This design comes from an exercise in tuning for small area, a short achievable clock period and few clock cycles per item on the open sky130 flow, not from production work. At most, simulation tests tie the RTL to the original design; equivalence was not proved. Power and IR drop assume default switching activity.

==> branch sierra <==
==> flow/design.v (excerpt) <==
module fat_dir_entry_name_decoder_core #(
    parameter int NAME_CAPACITY = 64
) (
    input  logic                           aclk,
    input  logic                           aresetn,
    input  logic                           s_tvalid,
    output logic                           s_tready,
    input  logic [fdn_pkg::IN_TDATA_W-1:0] s_tdata,
    output logic                            m_tvalid,
    input  logic                            m_tready,
    output logic [fdn_pkg::OUT_TDATA_W-1:0] m_tdata,
    output logic                            m_tlast
);
clock: 6.0 ns
lec_check: 0
abc_clock_period_in_ps: 3300
cap_margin: 20
core_margin: 2
core_utilization: 40
setup_slack_margin: 2.7
slew_margin: 20
run.sh (not shown) runs the stock make flow with config.mk's settings and CLKGATE_MAP_FILE= SYNTH_SCRIPT=/design/flow/synth_recipe.tcl, a recipe that flattens the netlist after the stock synthesis.
==> branch pepper (differences from branch sierra) <==
--- a/flow/design.v
+++ b/flow/design.v
@@ -117,21 +117,23 @@
     input  logic                            m_tready,
     output logic [fdn_pkg::OUT_TDATA_W-1:0] m_tdata,
     output logic                            m_tlast
 );
     logic [5:0] len_reg;
+    logic [5:0] nlen_reg;
     logic [3:0] nu_reg;           
     logic [2:0] nseq_reg;         
     logic       pending_reg;
     logic       ended_reg;
     logic       pre_done_reg;     
     logic       peek_reg;         
     logic        ob_valid_reg;
     logic        long_reg;        
     logic        eod_reg;
     logic [5:0]  pos_reg;
-    logic [5:0]  lim_reg;         
+    logic [5:0]  lima_reg;        
+    logic [5:0]  limb_reg;
     logic [7:0]  char_reg;        
     logic        last_reg;        
     logic [7:0]  nxt_reg;         
     logic        isdir_reg;
     logic [31:0] size_reg;
@@ -176,11 +178,11 @@
         end
     end
     logic [5:0] nbase;
     logic [5:0] nlen;
     logic       nlen_zero;
-    logic [5:0] len_cur;
+    logic [5:0] len_fold;
     logic       len_zero;
     logic       len_le1;
     always_comb begin
         case (nseq_reg)
             3'd1:    nbase = 6'd0;
@@ -190,13 +192,14 @@
             default: nbase = 6'd52;
         endcase
     end
     assign nlen_zero = (nseq_reg == 3'd0) || (nu_reg == 4'd0);
     assign nlen      = nlen_zero ? 6'd0 : nbase + 6'(nu_reg);
-    assign len_cur   = (nlen > len_reg) ? nlen : len_reg;
-    assign len_zero  = (len_reg == 6'd0) && nlen_zero;
-    assign len_le1   = (len_reg <= 6'd1) && (nlen_zero || (nseq_reg == 3'd1 && nu_reg == 4'd1));
+    assign len_fold  = (nlen_reg > len_reg) ? nlen_reg : len_reg;
+    assign len_zero  = (len_reg == 6'd0) && (nlen_reg == 6'd0) && nlen_zero;
+    assign len_le1   = (len_reg <= 6'd1) && (nlen_reg <= 6'd1) &&
+                       (nlen_zero || (nseq_reg == 3'd1 && nu_reg == 4'd1));
     logic       take, adv, fin, player_free;
     logic       long_busy;
     assign take        = ob_valid_reg & m_tready;
     assign adv         = take & ~last_reg;
     assign fin         = take & last_reg;
@@ -207,14 +210,14 @@
     always_comb begin
         lfn_safe = 1'b1;
         if (long_busy) begin
             case (seq)
                 5'd1: lfn_safe = (pos_reg >= 6'd13);
-                5'd2: lfn_safe = (pos_reg >= 6'd26) || (lim_reg <= 6'd13);
-                5'd3: lfn_safe = (pos_reg >= 6'd39) || (lim_reg <= 6'd26);
-                5'd4: lfn_safe = (pos_reg >= 6'd52) || (lim_reg <= 6'd39);
-                5'd5: lfn_safe = (lim_reg <= 6'd52);
+                5'd2: lfn_safe = (pos_reg >= 6'd26) || (lima_reg <= 6'd13 && limb_reg <= 6'd13);
+                5'd3: lfn_safe = (pos_reg >= 6'd39) || (lima_reg <= 6'd26 && limb_reg <= 6'd26);
+                5'd4: lfn_safe = (pos_reg >= 6'd52) || (lima_reg <= 6'd39 && limb_reg <= 6'd39);
+                5'd5: lfn_safe = (lima_reg <= 6'd52 && limb_reg <= 6'd52);
                 default: lfn_safe = 1'b1;
             endcase
         end
         harmless = !new_dir && (drop || is_del || is_skip || (is_lfn && lfn_safe));
     end
@@ -262,10 +265,11 @@
         .next_last  (sn_next_last)
     );
     always_ff @(posedge aclk) begin
         if (!aresetn) begin
             len_reg      <= '0;
+            nlen_reg     <= '0;
             nu_reg       <= '0;
             nseq_reg     <= '0;
             pending_reg  <= 1'b0;
             ended_reg    <= 1'b0;
             ob_valid_reg <= 1'b0;
@@ -273,21 +277,26 @@
             peek_reg     <= 1'b0;
         end else begin
             if (act) begin
                 if (is_lfn) begin
                     pending_reg <= 1'b1;
-                    len_reg     <= new_dir ? 6'd0 : len_cur;
+                    len_reg     <= new_dir ? 6'd0 : len_fold;
+                    nlen_reg    <= new_dir ? 6'd0 : nlen;
                     nu_reg      <= n_units;
                     nseq_reg    <= seq_in ? seq[2:0] : 3'd0;
                     ended_reg   <= 1'b0;
                 end else begin
                     pending_reg <= 1'b0;
                     len_reg     <= '0;
+                    nlen_reg    <= '0;
                     nu_reg      <= '0;
                     nseq_reg    <= '0;
                     ended_reg   <= is_end;
                 end
+            end else begin
+                len_reg  <= len_fold;
+                nlen_reg <= nlen;
             end
             ob_valid_reg <= load | (ob_valid_reg & ~fin);
             pre_done_reg <= (pre_done_reg | (s_tvalid & new_dir & ~long_busy)) & ~s_fire;
             peek_reg     <= s_tvalid & ~s_fire & harmless;
         end
@@ -295,11 +304,12 @@
     always_ff @(posedge aclk) begin
         if (load) begin
             pos_reg   <= '0;
             long_reg  <= is_vis & pending_eff;
             eod_reg   <= is_end;
-            lim_reg   <= len_cur;
+            lima_reg  <= len_fold;
+            limb_reg  <= nlen;
             nxt_reg   <= slot1;
             isdir_reg <= is_vis & attr[4];
             size_reg  <= is_vis ? {b[31], b[30], b[29], b[28]} : 32'd0;
             clus_reg  <= is_vis ? {b[21], b[20], b[27], b[26]} : 32'd0;
             if (is_end) begin
@@ -315,11 +325,12 @@
         end else if (adv) begin
             pos_reg <= pos_reg + 6'd1;
             if (long_reg) begin
                 char_reg <= nxt_reg;
                 nxt_reg  <= rd_ahead;
-                last_reg <= (pos_reg + 6'd2 == lim_reg) || (rd_ahead == 8'h00);
+                last_reg <= ((7'(pos_reg) + 7'd2 >= 7'(lima_reg)) &&
+                             (7'(pos_reg) + 7'd2 >= 7'(limb_reg))) || (rd_ahead == 8'h00);
             end else begin
                 char_reg <= sn_next;
                 last_reg <= sn_next_last;
             end
         end
==> flow/flow/run.sh (new file) <==
#!/bin/bash
# The standard layout, with the port buffers that buffer_ports inserts made
# plain buffers (sky130_fd_sc_hd__buf_1) instead of the cell it picks by itself.
# Everything else is the standard flow, run through the standard.sh.
set -euo pipefail
export BUFFER_PORTS_ARGS="-buffer_cell sky130_fd_sc_hd__buf_1"
bash standard.sh > standard_flow.log 2>&1
==> flow/standard.sh (new file) <==
#!/bin/bash
# synth_recipe.tcl (not shown) runs the flow's synth.tcl, then flattens the netlist and writes it again
# the make line also repeats each setting of config.mk as NAME=value (left out here)
make -C /OpenROAD-flow-scripts/flow DESIGN_CONFIG=/design/flow/config.mk WORK_HOME=/design/flow/orfs CLKGATE_MAP_FILE= SYNTH_SCRIPT=/design/flow/synth_recipe.tcl "${@:-finish}"
--- a/flow/config.mk
+++ b/flow/config.mk
@@ -6,8 +6,10 @@
 export NUM_CORES = 4
 export LEC_CHECK = 0
 export ABC_CLOCK_PERIOD_IN_PS = 3300
 export CAP_MARGIN = 20
 export CORE_MARGIN = 2
-export CORE_UTILIZATION = 40
-export SETUP_SLACK_MARGIN = 2.7
+export CORE_UTILIZATION = 55
+export CTS_CLUSTER_DIAMETER = 80
+export CTS_CLUSTER_SIZE = 24
+export SETUP_SLACK_MARGIN = 2.8
 export SLEW_MARGIN = 20
removed: flow/run.sh
==> branch quartz (differences from branch sierra) <==
--- a/flow/design.v
+++ b/flow/design.v
@@ -117,21 +117,23 @@
     input  logic                            m_tready,
     output logic [fdn_pkg::OUT_TDATA_W-1:0] m_tdata,
     output logic                            m_tlast
 );
     logic [5:0] len_reg;
+    logic [5:0] nlen_reg;
     logic [3:0] nu_reg;           
     logic [2:0] nseq_reg;         
     logic       pending_reg;
     logic       ended_reg;
     logic       pre_done_reg;     
     logic       peek_reg;         
     logic        ob_valid_reg;
     logic        long_reg;        
     logic        eod_reg;
     logic [5:0]  pos_reg;
-    logic [5:0]  lim_reg;         
+    logic [5:0]  lima_reg;        
+    logic [5:0]  limb_reg;
     logic [7:0]  char_reg;        
     logic        last_reg;        
     logic [7:0]  nxt_reg;         
     logic        isdir_reg;
     logic [31:0] size_reg;
@@ -176,11 +178,11 @@
         end
     end
     logic [5:0] nbase;
     logic [5:0] nlen;
     logic       nlen_zero;
-    logic [5:0] len_cur;
+    logic [5:0] len_fold;
     logic       len_zero;
     logic       len_le1;
     always_comb begin
         case (nseq_reg)
             3'd1:    nbase = 6'd0;
@@ -190,13 +192,14 @@
             default: nbase = 6'd52;
         endcase
     end
     assign nlen_zero = (nseq_reg == 3'd0) || (nu_reg == 4'd0);
     assign nlen      = nlen_zero ? 6'd0 : nbase + 6'(nu_reg);
-    assign len_cur   = (nlen > len_reg) ? nlen : len_reg;
-    assign len_zero  = (len_reg == 6'd0) && nlen_zero;
-    assign len_le1   = (len_reg <= 6'd1) && (nlen_zero || (nseq_reg == 3'd1 && nu_reg == 4'd1));
+    assign len_fold  = (nlen_reg > len_reg) ? nlen_reg : len_reg;
+    assign len_zero  = (len_reg == 6'd0) && (nlen_reg == 6'd0) && nlen_zero;
+    assign len_le1   = (len_reg <= 6'd1) && (nlen_reg <= 6'd1) &&
+                       (nlen_zero || (nseq_reg == 3'd1 && nu_reg == 4'd1));
     logic       take, adv, fin, player_free;
     logic       long_busy;
     assign take        = ob_valid_reg & m_tready;
     assign adv         = take & ~last_reg;
     assign fin         = take & last_reg;
@@ -207,14 +210,14 @@
     always_comb begin
         lfn_safe = 1'b1;
         if (long_busy) begin
             case (seq)
                 5'd1: lfn_safe = (pos_reg >= 6'd13);
-                5'd2: lfn_safe = (pos_reg >= 6'd26) || (lim_reg <= 6'd13);
-                5'd3: lfn_safe = (pos_reg >= 6'd39) || (lim_reg <= 6'd26);
-                5'd4: lfn_safe = (pos_reg >= 6'd52) || (lim_reg <= 6'd39);
-                5'd5: lfn_safe = (lim_reg <= 6'd52);
+                5'd2: lfn_safe = (pos_reg >= 6'd26) || (lima_reg <= 6'd13 && limb_reg <= 6'd13);
+                5'd3: lfn_safe = (pos_reg >= 6'd39) || (lima_reg <= 6'd26 && limb_reg <= 6'd26);
+                5'd4: lfn_safe = (pos_reg >= 6'd52) || (lima_reg <= 6'd39 && limb_reg <= 6'd39);
+                5'd5: lfn_safe = (lima_reg <= 6'd52 && limb_reg <= 6'd52);
                 default: lfn_safe = 1'b1;
             endcase
         end
         harmless = !new_dir && (drop || is_del || is_skip || (is_lfn && lfn_safe));
     end
@@ -262,10 +265,11 @@
         .next_last  (sn_next_last)
     );
     always_ff @(posedge aclk) begin
         if (!aresetn) begin
             len_reg      <= '0;
+            nlen_reg     <= '0;
             nu_reg       <= '0;
             nseq_reg     <= '0;
             pending_reg  <= 1'b0;
             ended_reg    <= 1'b0;
             ob_valid_reg <= 1'b0;
@@ -273,21 +277,26 @@
             peek_reg     <= 1'b0;
         end else begin
             if (act) begin
                 if (is_lfn) begin
                     pending_reg <= 1'b1;
-                    len_reg     <= new_dir ? 6'd0 : len_cur;
+                    len_reg     <= new_dir ? 6'd0 : len_fold;
+                    nlen_reg    <= new_dir ? 6'd0 : nlen;
                     nu_reg      <= n_units;
                     nseq_reg    <= seq_in ? seq[2:0] : 3'd0;
                     ended_reg   <= 1'b0;
                 end else begin
                     pending_reg <= 1'b0;
                     len_reg     <= '0;
+                    nlen_reg    <= '0;
                     nu_reg      <= '0;
                     nseq_reg    <= '0;
                     ended_reg   <= is_end;
                 end
+            end else begin
+                len_reg  <= len_fold;
+                nlen_reg <= nlen;
             end
             ob_valid_reg <= load | (ob_valid_reg & ~fin);
             pre_done_reg <= (pre_done_reg | (s_tvalid & new_dir & ~long_busy)) & ~s_fire;
             peek_reg     <= s_tvalid & ~s_fire & harmless;
         end
@@ -295,11 +304,12 @@
     always_ff @(posedge aclk) begin
         if (load) begin
             pos_reg   <= '0;
             long_reg  <= is_vis & pending_eff;
             eod_reg   <= is_end;
-            lim_reg   <= len_cur;
+            lima_reg  <= len_fold;
+            limb_reg  <= nlen;
             nxt_reg   <= slot1;
             isdir_reg <= is_vis & attr[4];
             size_reg  <= is_vis ? {b[31], b[30], b[29], b[28]} : 32'd0;
             clus_reg  <= is_vis ? {b[21], b[20], b[27], b[26]} : 32'd0;
             if (is_end) begin
@@ -315,11 +325,12 @@
         end else if (adv) begin
             pos_reg <= pos_reg + 6'd1;
             if (long_reg) begin
                 char_reg <= nxt_reg;
                 nxt_reg  <= rd_ahead;
-                last_reg <= (pos_reg + 6'd2 == lim_reg) || (rd_ahead == 8'h00);
+                last_reg <= ((7'(pos_reg) + 7'd2 >= 7'(lima_reg)) &&
+                             (7'(pos_reg) + 7'd2 >= 7'(limb_reg))) || (rd_ahead == 8'h00);
             end else begin
                 char_reg <= sn_next;
                 last_reg <= sn_next_last;
             end
         end
==> flow/flow/run.sh (new file) <==
#!/bin/bash
# The standard layout, with the port buffers that buffer_ports inserts made
# plain buffers (sky130_fd_sc_hd__buf_1) instead of the cell it picks by itself.
# Everything else is the standard flow, run through the standard.sh.
set -euo pipefail
export BUFFER_PORTS_ARGS="-buffer_cell sky130_fd_sc_hd__buf_1"
bash standard.sh > standard_flow.log 2>&1
==> flow/standard.sh (new file) <==
#!/bin/bash
# synth_recipe.tcl (not shown) runs the flow's synth.tcl, then flattens the netlist and writes it again
# the make line also repeats each setting of config.mk as NAME=value (left out here)
make -C /OpenROAD-flow-scripts/flow DESIGN_CONFIG=/design/flow/config.mk WORK_HOME=/design/flow/orfs CLKGATE_MAP_FILE= SYNTH_SCRIPT=/design/flow/synth_recipe.tcl "${@:-finish}"
--- a/flow/config.mk
+++ b/flow/config.mk
@@ -7,7 +7,9 @@
 export LEC_CHECK = 0
 export ABC_CLOCK_PERIOD_IN_PS = 3300
 export CAP_MARGIN = 20
 export CORE_MARGIN = 2
 export CORE_UTILIZATION = 40
-export SETUP_SLACK_MARGIN = 2.7
+export CTS_CLUSTER_DIAMETER = 100
+export CTS_CLUSTER_SIZE = 30
+export SETUP_SLACK_MARGIN = 2.8
 export SLEW_MARGIN = 20
removed: flow/run.sh
==> branch umber (differences from branch sierra) <==
--- a/flow/design.v
+++ b/flow/design.v
@@ -117,21 +117,23 @@
     input  logic                            m_tready,
     output logic [fdn_pkg::OUT_TDATA_W-1:0] m_tdata,
     output logic                            m_tlast
 );
     logic [5:0] len_reg;
+    logic [5:0] nlen_reg;
     logic [3:0] nu_reg;           
     logic [2:0] nseq_reg;         
     logic       pending_reg;
     logic       ended_reg;
     logic       pre_done_reg;     
     logic       peek_reg;         
     logic        ob_valid_reg;
     logic        long_reg;        
     logic        eod_reg;
     logic [5:0]  pos_reg;
-    logic [5:0]  lim_reg;         
+    logic [5:0]  lima_reg;        
+    logic [5:0]  limb_reg;
     logic [7:0]  char_reg;        
     logic        last_reg;        
     logic [7:0]  nxt_reg;         
     logic        isdir_reg;
     logic [31:0] size_reg;
@@ -176,11 +178,11 @@
         end
     end
     logic [5:0] nbase;
     logic [5:0] nlen;
     logic       nlen_zero;
-    logic [5:0] len_cur;
+    logic [5:0] len_fold;
     logic       len_zero;
     logic       len_le1;
     always_comb begin
         case (nseq_reg)
             3'd1:    nbase = 6'd0;
@@ -190,13 +192,14 @@
             default: nbase = 6'd52;
         endcase
     end
     assign nlen_zero = (nseq_reg == 3'd0) || (nu_reg == 4'd0);
     assign nlen      = nlen_zero ? 6'd0 : nbase + 6'(nu_reg);
-    assign len_cur   = (nlen > len_reg) ? nlen : len_reg;
-    assign len_zero  = (len_reg == 6'd0) && nlen_zero;
-    assign len_le1   = (len_reg <= 6'd1) && (nlen_zero || (nseq_reg == 3'd1 && nu_reg == 4'd1));
+    assign len_fold  = (nlen_reg > len_reg) ? nlen_reg : len_reg;
+    assign len_zero  = (len_reg == 6'd0) && (nlen_reg == 6'd0) && nlen_zero;
+    assign len_le1   = (len_reg <= 6'd1) && (nlen_reg <= 6'd1) &&
+                       (nlen_zero || (nseq_reg == 3'd1 && nu_reg == 4'd1));
     logic       take, adv, fin, player_free;
     logic       long_busy;
     assign take        = ob_valid_reg & m_tready;
     assign adv         = take & ~last_reg;
     assign fin         = take & last_reg;
@@ -207,14 +210,14 @@
     always_comb begin
         lfn_safe = 1'b1;
         if (long_busy) begin
             case (seq)
                 5'd1: lfn_safe = (pos_reg >= 6'd13);
-                5'd2: lfn_safe = (pos_reg >= 6'd26) || (lim_reg <= 6'd13);
-                5'd3: lfn_safe = (pos_reg >= 6'd39) || (lim_reg <= 6'd26);
-                5'd4: lfn_safe = (pos_reg >= 6'd52) || (lim_reg <= 6'd39);
-                5'd5: lfn_safe = (lim_reg <= 6'd52);
+                5'd2: lfn_safe = (pos_reg >= 6'd26) || (lima_reg <= 6'd13 && limb_reg <= 6'd13);
+                5'd3: lfn_safe = (pos_reg >= 6'd39) || (lima_reg <= 6'd26 && limb_reg <= 6'd26);
+                5'd4: lfn_safe = (pos_reg >= 6'd52) || (lima_reg <= 6'd39 && limb_reg <= 6'd39);
+                5'd5: lfn_safe = (lima_reg <= 6'd52 && limb_reg <= 6'd52);
                 default: lfn_safe = 1'b1;
             endcase
         end
         harmless = !new_dir && (drop || is_del || is_skip || (is_lfn && lfn_safe));
     end
@@ -262,10 +265,11 @@
         .next_last  (sn_next_last)
     );
     always_ff @(posedge aclk) begin
         if (!aresetn) begin
             len_reg      <= '0;
+            nlen_reg     <= '0;
             nu_reg       <= '0;
             nseq_reg     <= '0;
             pending_reg  <= 1'b0;
             ended_reg    <= 1'b0;
             ob_valid_reg <= 1'b0;
@@ -273,21 +277,26 @@
             peek_reg     <= 1'b0;
         end else begin
             if (act) begin
                 if (is_lfn) begin
                     pending_reg <= 1'b1;
-                    len_reg     <= new_dir ? 6'd0 : len_cur;
+                    len_reg     <= new_dir ? 6'd0 : len_fold;
+                    nlen_reg    <= new_dir ? 6'd0 : nlen;
                     nu_reg      <= n_units;
                     nseq_reg    <= seq_in ? seq[2:0] : 3'd0;
                     ended_reg   <= 1'b0;
                 end else begin
                     pending_reg <= 1'b0;
                     len_reg     <= '0;
+                    nlen_reg    <= '0;
                     nu_reg      <= '0;
                     nseq_reg    <= '0;
                     ended_reg   <= is_end;
                 end
+            end else begin
+                len_reg  <= len_fold;
+                nlen_reg <= nlen;
             end
             ob_valid_reg <= load | (ob_valid_reg & ~fin);
             pre_done_reg <= (pre_done_reg | (s_tvalid & new_dir & ~long_busy)) & ~s_fire;
             peek_reg     <= s_tvalid & ~s_fire & harmless;
         end
@@ -295,11 +304,12 @@
     always_ff @(posedge aclk) begin
         if (load) begin
             pos_reg   <= '0;
             long_reg  <= is_vis & pending_eff;
             eod_reg   <= is_end;
-            lim_reg   <= len_cur;
+            lima_reg  <= len_fold;
+            limb_reg  <= nlen;
             nxt_reg   <= slot1;
             isdir_reg <= is_vis & attr[4];
             size_reg  <= is_vis ? {b[31], b[30], b[29], b[28]} : 32'd0;
             clus_reg  <= is_vis ? {b[21], b[20], b[27], b[26]} : 32'd0;
             if (is_end) begin
@@ -315,11 +325,12 @@
         end else if (adv) begin
             pos_reg <= pos_reg + 6'd1;
             if (long_reg) begin
                 char_reg <= nxt_reg;
                 nxt_reg  <= rd_ahead;
-                last_reg <= (pos_reg + 6'd2 == lim_reg) || (rd_ahead == 8'h00);
+                last_reg <= ((7'(pos_reg) + 7'd2 >= 7'(lima_reg)) &&
+                             (7'(pos_reg) + 7'd2 >= 7'(limb_reg))) || (rd_ahead == 8'h00);
             end else begin
                 char_reg <= sn_next;
                 last_reg <= sn_next_last;
             end
         end
==> flow/flow/run.sh (new file) <==
#!/bin/bash
# The standard layout, with the port buffers that buffer_ports inserts made
# plain buffers (sky130_fd_sc_hd__buf_2) instead of the cell it picks by itself.
# Everything else is the standard flow, run through the standard.sh.
set -euo pipefail
export BUFFER_PORTS_ARGS="-buffer_cell sky130_fd_sc_hd__buf_2"
bash standard.sh > standard_flow.log 2>&1
==> flow/standard.sh (new file) <==
#!/bin/bash
# synth_recipe.tcl (not shown) runs the flow's synth.tcl, then flattens the netlist and writes it again
# the make line also repeats each setting of config.mk as NAME=value (left out here)
make -C /OpenROAD-flow-scripts/flow DESIGN_CONFIG=/design/flow/config.mk WORK_HOME=/design/flow/orfs CLKGATE_MAP_FILE= SYNTH_SCRIPT=/design/flow/synth_recipe.tcl "${@:-finish}"
removed: flow/run.sh
==> run notes <==
Branch umber finished with timing, DRC and antenna clean. Branch sierra ran to the end with no violations. Branch pepper completed with no timing, DRC or antenna violations. Branch quartz completed with no timing, DRC or antenna violations. The lowest non-clock buffer count belongs to branch quartz, the highest to branch sierra. In die area, branch quartz and branch umber do not differ. The highest final cell count belongs to branch umber, the lowest to branch pepper. Between branch sierra and branch umber, the lower global-route usage is in branch umber (gap 1.4 points). In synthesized cell count, branch umber and branch quartz do not differ. Of branch quartz and branch pepper, branch pepper has the higher utilization (gap 18 points). Power, lowest first: branch quartz, branch pepper, branch sierra, branch umber. In clock-buffer cell count, branch quartz and branch pepper do not differ.
==> figures <==
metric                                        branch pepper         branch umber  branch sierra        branch quartz
Worst Reg-to-Reg Cells                                    6                   10             20                   10
Required time worst endpoint                        6.27 ns              6.30 ns        6.50 ns              6.32 ns
Critical path buffers and inverters                       1                    3              4                    1
Destination of the critical timing path  u_name_ram.mem[97]  u_name_ram.mem[408]     len_reg[0]  u_name_ram.mem[414]
Placeable core region                           55300 sq um          76200 sq um    75600 sq um          76200 sq um
Number of buffers created by CTS                         39                   74             74                   31
Period utilization                                    55.5%                55.4%          57.6%                54.3%
Net count, final                                       2721                 2763           2719                 2704
Result of the run                  timing/DRC/antenna clean  timing/DRC/antenna clean  timing/DRC/antenna clean  timing/DRC/antenna clean
Highest attainable clock frequency                  300 MHz              301 MHz        289 MHz              307 MHz
Register share of total power                         57.6%                50.1%          49.5%                59.1%
H-tree levels                                             2                    3              3                    1
Clock-cell share                                      3.28%                6.29%          6.15%                2.86%
Post-synthesis sequential area ratio                  68.3%                68.3%          68.3%                68.3%
Worst reg2reg setup slack                           2.86 ns              2.72 ns        2.54 ns              2.83 ns
Post-CTS Setup Repair Bufs                               42                   38             62                   39
Met2 Usage GRT                                        51.4%                41.3%          44.6%                41.2%
Testbench counts of branch pepper, summed over its fixed seeds: cycles 14,449, entries 2,409.
Testbench counts of branch quartz, summed over its fixed seeds: cycles 14,449, entries 2,409.
Testbench counts of branch umber, summed over its fixed seeds: cycles 14,449, entries 2,409.
Function not checked in branch sierra: the RTL went through the layout flow alone.

-- re-timing with driven ports --
The flow's constraints put no driver on any port. The routed layouts listed below were extracted and timed again, unchanged, in two steps.
Step 1: set_driving_cell puts a clkbuf_16 on aclk and a buf_2 on each other input, an assumption about the parent block.
Step 2 moves the port delays by t, midway between the first and last clock arrival at a register: inputs arrive t later, outputs are due t later. That takes back most of the time a late clock gives input paths.
Slacks: ideal ports / drivers / drivers and shift; pairs: ideal ports / drivers.
run	t (ns)	slack for setup (ns)	worst register clock-pin slew, ns	worst data-port slew with drivers (ns)
branch sierra	0.679	2.543 / 2.543 / 2.048	0.07 / 0.07	0.06
branch pepper	0.652	2.670 / 2.700 / 2.048	0.10 / 0.10	0.06
branch quartz	0.690	2.739 / 2.708 / 2.018	0.12 / 0.12	0.10
branch umber	0.684	2.679 / 2.658 / 1.974	0.07 / 0.07	0.08
After both steps every run listed still meets setup and hold. For branch quartz, which loses most, drivers alone change the setup slack by -0.031 ns; drivers and shift together by -0.721 ns.
